This is an optimization exercise on Yosys and OpenROAD, whose aim is a short achievable clock period and few clock cycles, not a production implementation.
The RTL was checked by simulation tests, not by an equivalence proof against the original design.
No activity file was given, so power comes from the tool's default toggle rates.

$ cat design/flow/run.sh
#!/bin/bash
# synth_recipe.tcl (not shown) runs the flow's synth.tcl, then flattens the netlist and writes it again
# the make line also repeats each setting of config.mk as NAME=value (left out here)
make -C /OpenROAD-flow-scripts/flow DESIGN_CONFIG=/design/flow/config.mk WORK_HOME=/design/flow/orfs CLKGATE_MAP_FILE= SYNTH_SCRIPT=/design/flow/synth_recipe.tcl finish
$ cat design/flow/design.v
package swat_pkg;
    typedef enum logic [1:0] {
        ACT_SEND = 2'd0,
        ACT_RECV = 2'd1,
        ACT_ACK  = 2'd2,
        ACT_POLL = 2'd3
    } t_action;
    localparam logic [1:0] STAT_OK      = 2'd0;
    localparam logic [1:0] STAT_FULL    = 2'd1;
    localparam logic [1:0] STAT_INVALID = 2'd2;
    localparam logic REG_WINDOW_SIZE = 1'b0;
    localparam logic REG_TIMEOUT     = 1'b1;
    localparam logic [5:0]  MAX_WINDOW    = 6'd32;
    localparam logic [5:0]  RESET_WINDOW  = 6'd8;
    localparam logic [31:0] RESET_TIMEOUT = 32'd1000;
    typedef struct packed {
        t_action     action;
        logic [31:0] seq_in;
        logic        ack_flag;
        logic [31:0] time_now;
    } t_req;
    typedef struct packed {
        logic [1:0]  status;
        logic [31:0] seq_out;
        logic [4:0]  slot;
        logic        retransmit_valid;
        logic        can_send;
        logic [31:0] retransmit_count;
        logic [31:0] duplicate_count;
        logic [31:0] out_of_order_count;
        logic        last;
    } t_res;
    typedef enum logic [3:0] {
        S_IDLE,
        S_MOD,
        S_SEND,
        S_RX,
        S_RX_DRAIN,
        S_RX_SLIDE,
        S_ACK,
        S_P_LOOP,
        S_P_CHK,
        S_P_ADV,
        S_EMIT
    } t_state;
endpackage
module sliding_window_arq_tracker (
    input  logic            i_clk,
    input  logic            i_rst_n,
    input  logic            start,
    output logic            busy,
    input  logic [66:0]     i_req,
    output logic            o_valid,
    output logic [137:0]    o_res,
    input  logic            i_cfg_we,
    input  logic            i_cfg_idx,
    input  logic [31:0]     i_cfg_data
);
    function automatic logic [1:0] cmp32(input logic [31:0] a, input logic [31:0] b);
        logic [31:0] g, e;
        g = a & ~b;
        e = ~(a ^ b);
        for (int w = 1; w < 32; w = w * 2)
            for (int i = 0; i < 32; i = i + 2 * w) begin
                g[i] = g[i + w] | (e[i + w] & g[i]);
                e[i] = e[i + w] & e[i];
            end
        cmp32 = {g[0] | e[0], e[0]};
    endfunction
    function automatic logic [32:0] ks_add(input logic [31:0] a, input logic [31:0] b,
                                           input logic cin);
        logic [31:0] g, p, pp;
        g = a & b;
        p = a ^ b;
        pp = p;
        g[0] = g[0] | (p[0] & cin);
        for (int d = 1; d < 32; d = d * 2) begin
            g = g | (pp & (g << d));
            pp = pp & (pp << d);
        end
        ks_add = {g[31], p ^ {g[30:0], cin}};
    endfunction
    function automatic logic [32:0] por33(input logic [32:0] x);
        for (int d = 1; d < 33; d = d * 2) x = x | (x << d);
        por33 = x;
    endfunction
    function automatic logic [31:0] add_small(input logic [31:0] x,
                                              input logic [25:0] x_hi_inc,
                                              input logic [5:0] d);
        logic [6:0] lo;
        lo = {1'b0, x[5:0]} + {1'b0, d};
        add_small = {lo[6] ? x_hi_inc : x[31:6], lo[5:0]};
    endfunction
    logic [5:0]  r_win;
    logic [31:0] r_timeout;
    logic [31:0] r_tx_next, r_tx_base, r_tx_pend, r_tx_d;
    logic [31:0] r_rx_next, r_rx_base, r_rx_seen, r_rx_last;
    logic [4:0]  r_rx_d;
    logic [31:0] r_rs, r_dup, r_ooo;
    logic [31:0] r_stamp [32];
    logic [4:0]  r_nm [32];                  
    logic [4:0]  r_bm [32];                  
    logic [4:0]  r_nmc, r_bmc;               
    logic        r_busy;
    logic [31:0] r_hs;                       
    logic [31:0] r_pfirst;                   
    logic [5:0]  r_plo [32];                 
    logic [26:0] r_pbase_hi, r_pbase_hi1;    
    logic [31:0] r_pnow;
    logic        r_valid;
    logic [1:0]  r_status;
    logic [31:0] r_seq_out;
    logic [4:0]  r_slot;
    logic        r_rv, r_can, r_last;
    logic [1:0]  act;
    logic [31:0] seq_in, now;
    logic        ack_flag;
    assign act      = i_req[66:65];
    assign seq_in   = i_req[64:33];
    assign ack_flag = i_req[32];
    assign now      = i_req[31:0];
    logic accept, acc_send, acc_recv, acc_ack, acc_poll;
    assign accept   = start && !r_busy;
    assign acc_send = accept && act == 2'd0;
    assign acc_recv = accept && act == 2'd1;
    assign acc_ack  = accept && act == 2'd2 && ack_flag;
    assign acc_poll = accept && act == 2'd3;
    logic [4:0]  winm1;
    logic [31:0] tx_d;
    logic        room, room_after_send, room_big;
    logic [4:0]  nm_cur, bm_cur;
    logic [32:0] rx_end, tx_b31;
    assign winm1 = 5'(r_win - 6'd1);
    assign tx_d  = r_tx_d;
    assign room  = tx_d < {26'd0, r_win};
    assign room_after_send = (tx_d + 32'd1) < {26'd0, r_win};
    assign room_big = (tx_d - 32'd32) < {26'd0, r_win};
    assign nm_cur = r_nmc;
    assign bm_cur = r_bmc;
    assign rx_end = ks_add(r_rx_base, {26'd0, r_win}, 1'b0);
    assign tx_b31 = ks_add(r_tx_base, 32'd31, 1'b0);
    logic [25:0] rx_base_hi1;
    logic [5:0]  d1, d_f, rx_k;
    logic [32:0] df_oh;                      
    logic [31:0] rx_keep, rx_seen_drained, rx_seen_slid;
    logic [63:0] rx_seen_up;
    logic        rx_slide;
    logic [31:0] io_rx_next, io_rx_last, io_rx_base, io_seen;
    logic [4:0]  io_rx_d;
    always_comb begin
        logic [32:0] z, zp;
        rx_base_hi1 = r_rx_base[31:6] + 26'd1;
        for (int j = 0; j < 32; j++) z[j] = (5'(j) > r_rx_d) && !r_rx_seen[j];
        z[32] = 1'b1;
        zp = por33(z);
        df_oh = z & ~(zp << 1);
        d_f = 6'd0;
        for (int j = 0; j < 33; j++) if (df_oh[j]) d_f = d_f | 6'(j);
        for (int j = 0; j < 32; j++)
            rx_keep[j] = !(5'(j) > r_rx_d) || zp[j];
        rx_seen_drained = r_rx_seen & rx_keep;
        rx_seen_up = {32'd0, r_rx_seen} << winm1;
        for (int j = 0; j < 32; j++) begin
            rx_seen_slid[j] = 1'b0;
            for (int m = 0; m < 33; m++)
                if (j + m < 64) rx_seen_slid[j] = rx_seen_slid[j] | (df_oh[m] && rx_seen_up[j + m]);
            if (j < winm1) rx_seen_slid[j] = 1'b0;
        end
        rx_slide = 1'b0;
        for (int m = 0; m < 33; m++) if (m >= r_win) rx_slide = rx_slide | df_oh[m];
        rx_k = d_f - r_win + 6'd1;
        io_rx_next = add_small(r_rx_base, rx_base_hi1, d_f);
        io_rx_last = add_small(r_rx_base, rx_base_hi1, d_f - 6'd1);
        if (rx_slide) begin
            io_rx_base = add_small(r_rx_base, rx_base_hi1, rx_k);
            io_seen = rx_seen_slid;
            io_rx_d = winm1;
        end else begin
            io_rx_base = r_rx_base;
            io_seen = rx_seen_drained;
            io_rx_d = d_f[4:0];
        end
    end
    logic [4:0]  s_off [32];
    logic [31:0] s_pend, s_from_bm, s_wmask;
    logic [5:0]  s_back;
    always_comb begin
        for (int s = 0; s < 32; s++) begin
            s_off[s] = (5'(s) >= bm_cur) ? 5'(5'(s) - bm_cur) : 5'(5'(s) - bm_cur + 5'(r_win));
            s_from_bm[s] = 5'(s) >= bm_cur;
            s_wmask[s] = s < r_win;
        end
        s_back = r_win - {1'b0, bm_cur};
        s_pend = (((r_tx_pend & s_wmask) << bm_cur) | ((r_tx_pend & s_wmask) >> s_back)) & s_wmask;
    end
    logic        rx_eq, rx_gt, rx_ge_base, rx_lt_end, rx_inwin, rx_seen_bit;
    logic [4:0]  rx_off5;
    logic [1:0]  c_rx_next, c_rx_base, c_rx_end;
    assign c_rx_next  = cmp32(seq_in, r_rx_next);
    assign c_rx_base  = cmp32(seq_in, r_rx_base);
    assign c_rx_end   = cmp32(seq_in, rx_end[31:0]);
    assign rx_eq      = c_rx_next[0];
    assign rx_gt      = c_rx_next[1] && !c_rx_next[0];
    assign rx_ge_base = c_rx_base[1];
    assign rx_lt_end  = !c_rx_end[1];
    assign rx_inwin   = rx_end[32] ? (rx_ge_base || rx_lt_end) : (rx_ge_base && rx_lt_end);
    assign rx_off5    = seq_in[4:0] - r_rx_base[4:0];
    assign rx_seen_bit = r_rx_seen[rx_off5];
    logic        ak_ge, ak_big, ak_can;
    logic [1:0]  c_tx_base, c_tx_b31;
    logic [4:0]  ak_k5;
    logic [6:0]  ak_td;
    assign c_tx_base = cmp32(seq_in, r_tx_base);
    assign c_tx_b31  = cmp32(seq_in, tx_b31[31:0]);
    assign ak_ge  = c_tx_base[1];
    assign ak_big = !tx_b31[32] && c_tx_b31[1];
    assign ak_k5  = seq_in[4:0] - r_tx_base[4:0] + 5'd1;
    assign ak_td  = {1'b0, tx_d[5:0]};
    assign ak_can = (tx_d < 32'd64) && (ak_td >= {2'd0, ak_k5})
                    && (ak_td < {2'd0, ak_k5} + {1'b0, r_win});
    logic [32:0] ak_tx_d;
    logic [25:0] tx_d_hi_dec;
    logic [6:0]  ak_td_lo;
    assign tx_d_hi_dec = r_tx_d[31:6] - 26'd1;
    assign ak_td_lo = {1'b0, r_tx_d[5:0]} - {1'b0, ak_big, ak_big ? 5'd0 : ak_k5};
    assign ak_tx_d = {1'b0, ak_td_lo[6] ? tx_d_hi_dec : r_tx_d[31:6], ak_td_lo[5:0]};
    logic [4:0] bm_ack [32];
    for (genvar w = 0; w < 32; w++) begin : g_bm
        logic [5:0] sum;
        assign sum = {1'b0, r_bm[w]} + (ak_big ? 6'd32 : {1'b0, ak_k5});
        always_comb begin
            bm_ack[w] = 5'd0;
            for (int v = 0; v < 64; v++)
                if (sum == 6'(v)) bm_ack[w] = 5'(v % (w + 1));
        end
    end
    logic [31:0] p_hs;
    logic        p_any;
    always_comb begin
        for (int s = 0; s < 32; s++) begin
            logic       to;
            to = (now - r_stamp[s]) > r_timeout;
            p_hs[s] = to && s_pend[s];
        end
        p_any = |p_hs;
    end
    logic [31:0] h_sel, h_first;
    logic [4:0]  h_slot;
    logic [5:0]  h_lo;
    logic [31:0] h_seq;
    logic        h_any;
    always_comb begin
        logic found;
        h_any = |r_hs;
        h_sel = (|(r_hs & r_pfirst)) ? (r_hs & r_pfirst) : r_hs;
        found = 1'b0;
        for (int s = 0; s < 32; s++) begin
            h_first[s] = h_sel[s] && !found;
            found = found | h_sel[s];
        end
        h_slot = 5'd0; h_lo = 6'd0;
        for (int s = 0; s < 32; s++)
            if (h_first[s]) begin
                h_slot = h_slot | 5'(s);
                h_lo = h_lo | r_plo[s];
            end
        h_seq = {h_lo[5] ? r_pbase_hi1 : r_pbase_hi, h_lo[4:0]};
    end
    logic [5:0] cfg_win;
    logic [4:0] cfg_wm1;
    assign cfg_win = (i_cfg_data[5:0] == 6'd0) ? 6'd1 :
                     (i_cfg_data[5:0] > 6'd32) ? 6'd32 : i_cfg_data[5:0];
    assign cfg_wm1 = 5'(cfg_win - 6'd1);
    always_ff @(posedge i_clk) begin
        if (!i_rst_n) begin
            r_win <= 6'd8;
            r_timeout <= 32'd1000;
            r_tx_next <= '0; r_tx_base <= '0; r_tx_pend <= '0; r_tx_d <= '0;
            r_rx_next <= '0; r_rx_base <= '0; r_rx_seen <= '0; r_rx_d <= '0;
            r_rx_last <= 32'hFFFF_FFFF;
            r_rs <= '0; r_dup <= '0; r_ooo <= '0;
            for (int w = 0; w < 32; w++) begin r_nm[w] <= '0; r_bm[w] <= '0; end
            r_nmc <= '0; r_bmc <= '0;
            r_busy <= 1'b0;
            r_hs <= '0;
            r_valid <= 1'b0;
        end else begin
            if (i_cfg_we) begin
                if (i_cfg_idx == 1'b0) begin
                    r_win <= cfg_win;
                    r_nmc <= r_nm[cfg_wm1];
                    r_bmc <= r_bm[cfg_wm1];
                end else r_timeout <= i_cfg_data;
            end
            r_valid <= acc_poll ? !p_any : (accept || r_busy);
            if (r_busy) begin
                if (h_any) begin
                    r_rs <= r_rs + 32'd1;
                    r_hs <= r_hs & ~h_first;
                end else r_busy <= 1'b0;
            end
            if (acc_poll) begin
                r_busy <= p_any;
                r_hs <= p_hs;
            end
            if (acc_send && room) begin
                r_tx_pend <= r_tx_pend | (32'd1 << tx_d[4:0]);
                r_tx_next <= r_tx_next + 32'd1;
                r_tx_d <= r_tx_d + 32'd1;
                for (int w = 0; w < 32; w++)
                    r_nm[w] <= (r_nm[w] == 5'(w)) ? 5'd0 : r_nm[w] + 5'd1;
                r_nmc <= (r_nmc == winm1) ? 5'd0 : r_nmc + 5'd1;
            end
            if (acc_recv) begin
                if (rx_eq) begin
                    r_rx_next <= io_rx_next; r_rx_base <= io_rx_base;
                    r_rx_seen <= io_seen; r_rx_d <= io_rx_d; r_rx_last <= io_rx_last;
                end else if (rx_gt) begin
                    if (rx_inwin) begin
                        if (!rx_seen_bit) begin
                            r_ooo <= r_ooo + 32'd1;
                            r_rx_seen <= r_rx_seen | (32'd1 << rx_off5);
                        end else r_dup <= r_dup + 32'd1;
                    end
                end else r_dup <= r_dup + 32'd1;
            end
            if (acc_ack && ak_ge) begin
                r_tx_base <= ak_big ? r_tx_base + 32'd32 : seq_in + 32'd1;
                r_tx_d <= ak_tx_d[31:0];
                r_tx_pend <= ak_big ? 32'd0 : (r_tx_pend >> ak_k5);
                for (int w = 0; w < 32; w++) r_bm[w] <= bm_ack[w];
                r_bmc <= bm_ack[winm1];
            end
        end
    end
    always_ff @(posedge i_clk) begin
        if (acc_poll) begin
            r_pfirst <= s_from_bm;
            for (int s = 0; s < 32; s++) r_plo[s] <= {1'b0, r_tx_base[4:0]} + {1'b0, s_off[s]};
            r_pbase_hi <= r_tx_base[31:5];
            r_pbase_hi1 <= r_tx_base[31:5] + 27'd1;
            r_pnow <= now;
        end
    end
    always_ff @(posedge i_clk) begin
        if (r_busy) begin
            r_seq_out <= h_any ? h_seq : 32'd0;
            r_slot <= h_any ? h_slot : 5'd0;
            r_rv <= h_any;
            r_last <= !h_any;
        end else if (accept) begin
            r_status <= 2'd0; r_seq_out <= 32'd0; r_slot <= 5'd0; r_can <= room;
            r_rv <= 1'b0; r_last <= 1'b1;
            unique case (act)
                2'd0: if (room) begin
                    r_seq_out <= r_tx_next; r_slot <= nm_cur; r_can <= room_after_send;
                end else r_status <= 2'd1;
                2'd1: begin
                    if (rx_eq) r_seq_out <= io_rx_last;
                    else if (rx_gt && !rx_inwin) r_status <= 2'd2;
                    else r_seq_out <= r_rx_last;
                end
                2'd2: begin
                    if (!ack_flag) r_status <= 2'd2;
                    else if (ak_ge) r_can <= ak_big ? room_big : ak_can;
                end
                default: ;
            endcase
        end
    end
    always_ff @(posedge i_clk) begin
        for (int s = 0; s < 32; s++) begin
            if (!i_rst_n) begin
                r_stamp[s] <= 32'd0;
            end else if (r_busy && r_hs[s]) begin
                r_stamp[s] <= r_pnow;
            end else if (acc_send && room && nm_cur == 5'(s)) begin
                r_stamp[s] <= now;
            end
        end
    end
    assign busy    = r_busy;
    assign o_valid = r_valid;
    assign o_res   = {r_status, r_seq_out, r_slot, r_rv, r_can,
                      r_rs, r_dup, r_ooo, r_last};
endmodule
$ cat design/flow/config.mk
export PLATFORM = sky130hd
export DESIGN_NAME = sliding_window_arq_tracker
export DESIGN_NICKNAME = sliding_window_arq_tracker
export VERILOG_FILES = /design/flow/design.v
export SDC_FILE = /design/flow/constraint.sdc
export NUM_CORES = 4
export LEC_CHECK = 0
export ABC_CLOCK_PERIOD_IN_PS = 4000
export CAP_MARGIN = 20
export CORE_MARGIN = 2
export CORE_UTILIZATION = 30
export SLEW_MARGIN = 20
$ cat design/flow/constraint.sdc
create_clock -name core_clock -period 10.0 [get_ports {i_clk}]
set_input_delay 2.0000 -clock core_clock [delete_from_list [all_inputs] [get_ports {i_clk}]]
set_output_delay 2.0000 -clock core_clock [all_outputs]
set_load 0.01 [all_outputs]
==> flow_summary_export.csv <==
group,metric,value,unit
pwr,power_density,127,nW/µm²
routing,routedLengthMet1,399000,µm
synthesis,ys_warn_count,7,
sta,setup_violations,0,
clocking,cts.sinks,2103,
worst_setup_path,critPathBufInv,5,
pwr,p_int,18.5,mW
synthesis,synthTopCellsByCount,"2952 x nor2_1, 2783 x nand2_1, 2611 x ha_1",
synthesis,synth_fa_ha_area_share,16.8,%
finish,final_util,33.7,%
synthesis,syn_inst,27500,
placed_design,hpwlAfterDp,696000,µm
clocking,holdBufCountCts,0,
die,dieHeight,838,µm
die,num_rows,306,
routing,wl_met3,104000,µm
clocking,cts_resized,0,
worst_setup_path,crit_family,"compound AO/OA/AOI/OAI gates",
synthesis,syn_nets,30300,
sta,slew_headroom,15.9,%
sta,timing.final.crit_share,96.4,%
clocking,post_cts_buffers,0,
clocking,root_buffer,"clkbuf_16",
routing,highest_layer,"met5",
worst_setup_path,critical_path_required,10.87,ns
synthesis,synth-simple-area-share,22.5,%
die,core,693000,µm²
routing,drc,0,
pwr,power_frac_seq,30.4,%
finish,instances_no_fill,36700,
finish,final_area,234000,µm²
routing,finalWirelength,997000,µm
worst_setup_path,slowest_delay,0.89,ns
pwr,p_comb_share,32.1,%
synthesis,yosys.cell_count.top_type,"nor2_1",
sta,skew,0.0825,ns
pwr,clkPwrFrac,37.6,%
placed_design,io_buffers,243,
synthesis,synth_compound_area_share,23.6,%
clocking,clockBufferDepth,4,
grt,antenna_found_initial,104,
finish,drive_gt1_share,6.81,%
die,pin_count,244,
sta,period_needed,9.64,ns
sta,timing.hold.ws,0.459,ns
finish,syn2layout_area_growth,12.0,%
synthesis,yosys.area.top_type,"dfxtp_1",
synthesis,yosysTopAreaCellShare,16.8,%
finish,regArea,45700,µm²
routing,viasPerCell,6.01,
sta,slew_viol_final,0,
clocking,cts_buffers,290,
routing,wl_met2,423000,µm
routing,vias,220000,
synthesis,synth_xor_area_share,7.30,%
routing,drtIter0Drc,26400,
clocking,clock_latency,1.04,ns
synthesis,synth_area_leaders,"dfxtp_1 17%, ha_1 16%, xnor2_1 5.6%",
synthesis,ys_ff_latch,2103,
synthesis,ys_types,117,
grt,grt-ovfl-total,0,
routing,routedWlPerCell,27.2,µm
worst_setup_path,worstSetupStartpointType,"input pin",
pwr,power.switching,11.1,mW
die,start_util,30.1,%
synthesis,synth_top_family_by_area,"compound AO/OA/AOI/OAI gates",
worst_setup_path,cpMostUsedCell,"buf_4",
run_status,status,"finished clean",
placed_design,dp_cells,36100,
synthesis,ys_seq_area_share,21.9,%
worst_setup_path,slowest_stage,"nand4_1",
die,fp.dieW,838,µm
grt,grt_usage,26.9,%
pwr,swShare,37.6,%
synthesis,synthMuxAreaShare,2.01,%
worst_setup_path,worstPathMaxFanout,16,
clocking,cts_tree,"yes",
synthesis,synthArstFlopShare,0,%
placed_design,place.gp.congestion,1.00,
pwr,leakage,85.4,nW
sta,hold_viol,0,
clocking,htree_levels,5,
grt,first_global_vias,204000,
worst_setup_path,end_kind,"register",
sta,fmax,104,MHz
finish,fillers,72700,
min_path,hold_class,"reg -> reg",
die,die_area,702000,µm²
pwr,total_power,29.7,mW
job,drv_cap,0,
sta,tightest_slew,1.26,ns
finish,nets,30000,
placed_design,dpl_cell_area,224000,µm²
synthesis,syn_area,208000,µm²
finish,multi_input_area,151000,µm²
worst_setup_path,cp.arrival,10.51,ns
pwr,vdd_drop_max,0.152,mV
routing,drtPass1Iterations,9,
grt,grt_pass1_wl,1430000,µm
synthesis,synth_edf_count,351,
synthesis,ys.flop_type,"dfxtp_1",
grt,grt_max_degree,184,
clocking,clkTransAtPathRegs,0.06,ns
synthesis,avgSynthCellArea,7.57,µm²
routing,ant_nets,0,
worst_setup_path,setup.worst_path.class,"in -> reg",
[routing by layer]
metal  up-vias  global-route usage, %
li1      99900                      -
met1    105000                   34.2
met2     11800                   41.3
met3      2911                   6.17
met4        72                   16.2
met5         -                      0
[worst reg2reg max path, delay by kind of cell (launching register included)]
kind	cells	cell delay (ns)
flops	1	0.39
compound gates	10	2.43
simple gates	13	4.15
fa+ha+maj	3	0.77
xor+xnor	2	0.33
buf+inv	7	1.31
[metrics by stage]
| step | TNS (ns) | worst slack [ns] |
|---|---|---|
| after detailed placement | -1.00 | -0.521 |
| after global placement | -2.91 | -1.24 |
| after floorplan | 0 | 0.165 |
| final | 0 | 0.360 |
| after global routing | -0.0192 | -0.0192 |
| after CTS | 0 | 0.188 |
[power by group through the flow]
stage                     combinational, mW  clock, mW  sequential, mW
after floorplan                        5.97          0            9.09
after global placement                 9.12          0            9.18
after detailed placement               9.21          0            9.18
after CTS                              9.27       11.3            8.99
after global routing                   10.2       11.5            9.01
final                                  9.52       11.1            9.00
[final cells by class]
class | count | share of cell area (%)
inverters | 1534 | 2.51
repair buffers | 1086 | 3.98
clock inverters | 132 | 0.672
clock buffers | 394 | 3.50
multi-input cells | 22100 | 64.8
well taps | 9240 | 4.95
diodes | 37 | 0.0396
flip-flops and latches | 2103 | 19.6
[worst paths after layout]
check                     start      endpoint  slack [ns]  cells past startpoint
hold reg to reg    r_rx_next[1]  r_rx_next[1]        0.46                      2
setup / recovery       i_req[2]        r_busy        0.36                     29
setup reg to reg  r_tx_base[10]      r_bmc[1]        0.42                     35
hold / removal     r_rx_next[1]  r_rx_next[1]        0.46                      2
[placed cells by master, fill, tap and decap left out, types with 76 or more instances in the layout]
cell type / instances
nor2_1: 2948
nand2_1: 2778
ha_1: 2608
dfxtp_1: 1724
nand3_1: 1630
a21oi_1: 1528
inv_1: 1467
xnor2_1: 1316
o21ai_0: 1172
a311oi_1: 1088
buf_4: 811
nor3_1: 625
a21o_1: 483
nand4_1: 460
o22ai_1: 442
xor2_1: 397
edfxtp_1: 351
nor2b_1: 345
a211oi_1: 333
o21a_1: 301
nand2b_1: 296
clkbuf_16: 296
and3_1: 225
o211ai_1: 216
or3_1: 215
clkdlybuf4s50_1: 210
mux2i_1: 192
nor4_1: 174
a31oi_1: 157
and2_1: 150
a22oi_1: 147
a221oi_1: 129
o31ai_1: 120
o21bai_1: 106
fa_1: 84
or2_2: 81
o41ai_1: 76
[logic make-up (layout without fill, tap and decap cells)]
| group | count (synthesis) | count (layout) |
|---|---|---|
| compound gates | 7181 | 7181 |
| xor+xnor | 1732 | 1732 |
| fa+ha+maj | 2750 | 2750 |
| buf+inv | 3283 | 3146 |
| flops | 2103 | 2103 |
| mux | 322 | 322 |
| other cells | 1 | 38 |
| simple gates | 10200 | 10200 |
[state kept, by name, summed over array words and instances, names as in the netlist, 31 cells and up]
signal and count:
r_bm 129, r_dup 32, r_hs 32, r_nm 160, r_ooo 32, r_pfirst 31, r_plo 192, r_pnow 32
r_rs 32, r_rx_base 32, r_rx_last 32, r_rx_next 32, r_rx_seen 32, r_seq_out 32, r_stamp 1024, r_timeout 32
r_tx_base 32, r_tx_d 32, r_tx_next 32, r_tx_pend 32
Testbench counts, summed over its fixed seeds: cycles 12,241.

-- separate check: timing with driven ports --
The flow's constraints put no driver on any port. The routed layout listed below was extracted and timed again, unchanged, in two steps. Step 1, drivers: a clkbuf_16 drives i_clk and a buf_2 each remaining input, both assumed. Step 2, shift: input delay + t, output delay - t, t = (earliest + latest rising clock arrival at the registers) / 2. This alone moves slack from input paths to output paths. Slacks: ideal / step 1 / step 2; pairs: ideal / step 1.
shift t [ns]: 1.117
setup slack, ns: 0.360 / 0.423 / -0.663
worst data-port slew with drivers (ns): 0.16
With both steps, setup timing fails in this run, where it was met with ideal ports. The setup slack of this run moves by +0.063 ns with the drivers and by -1.023 ns with both steps.
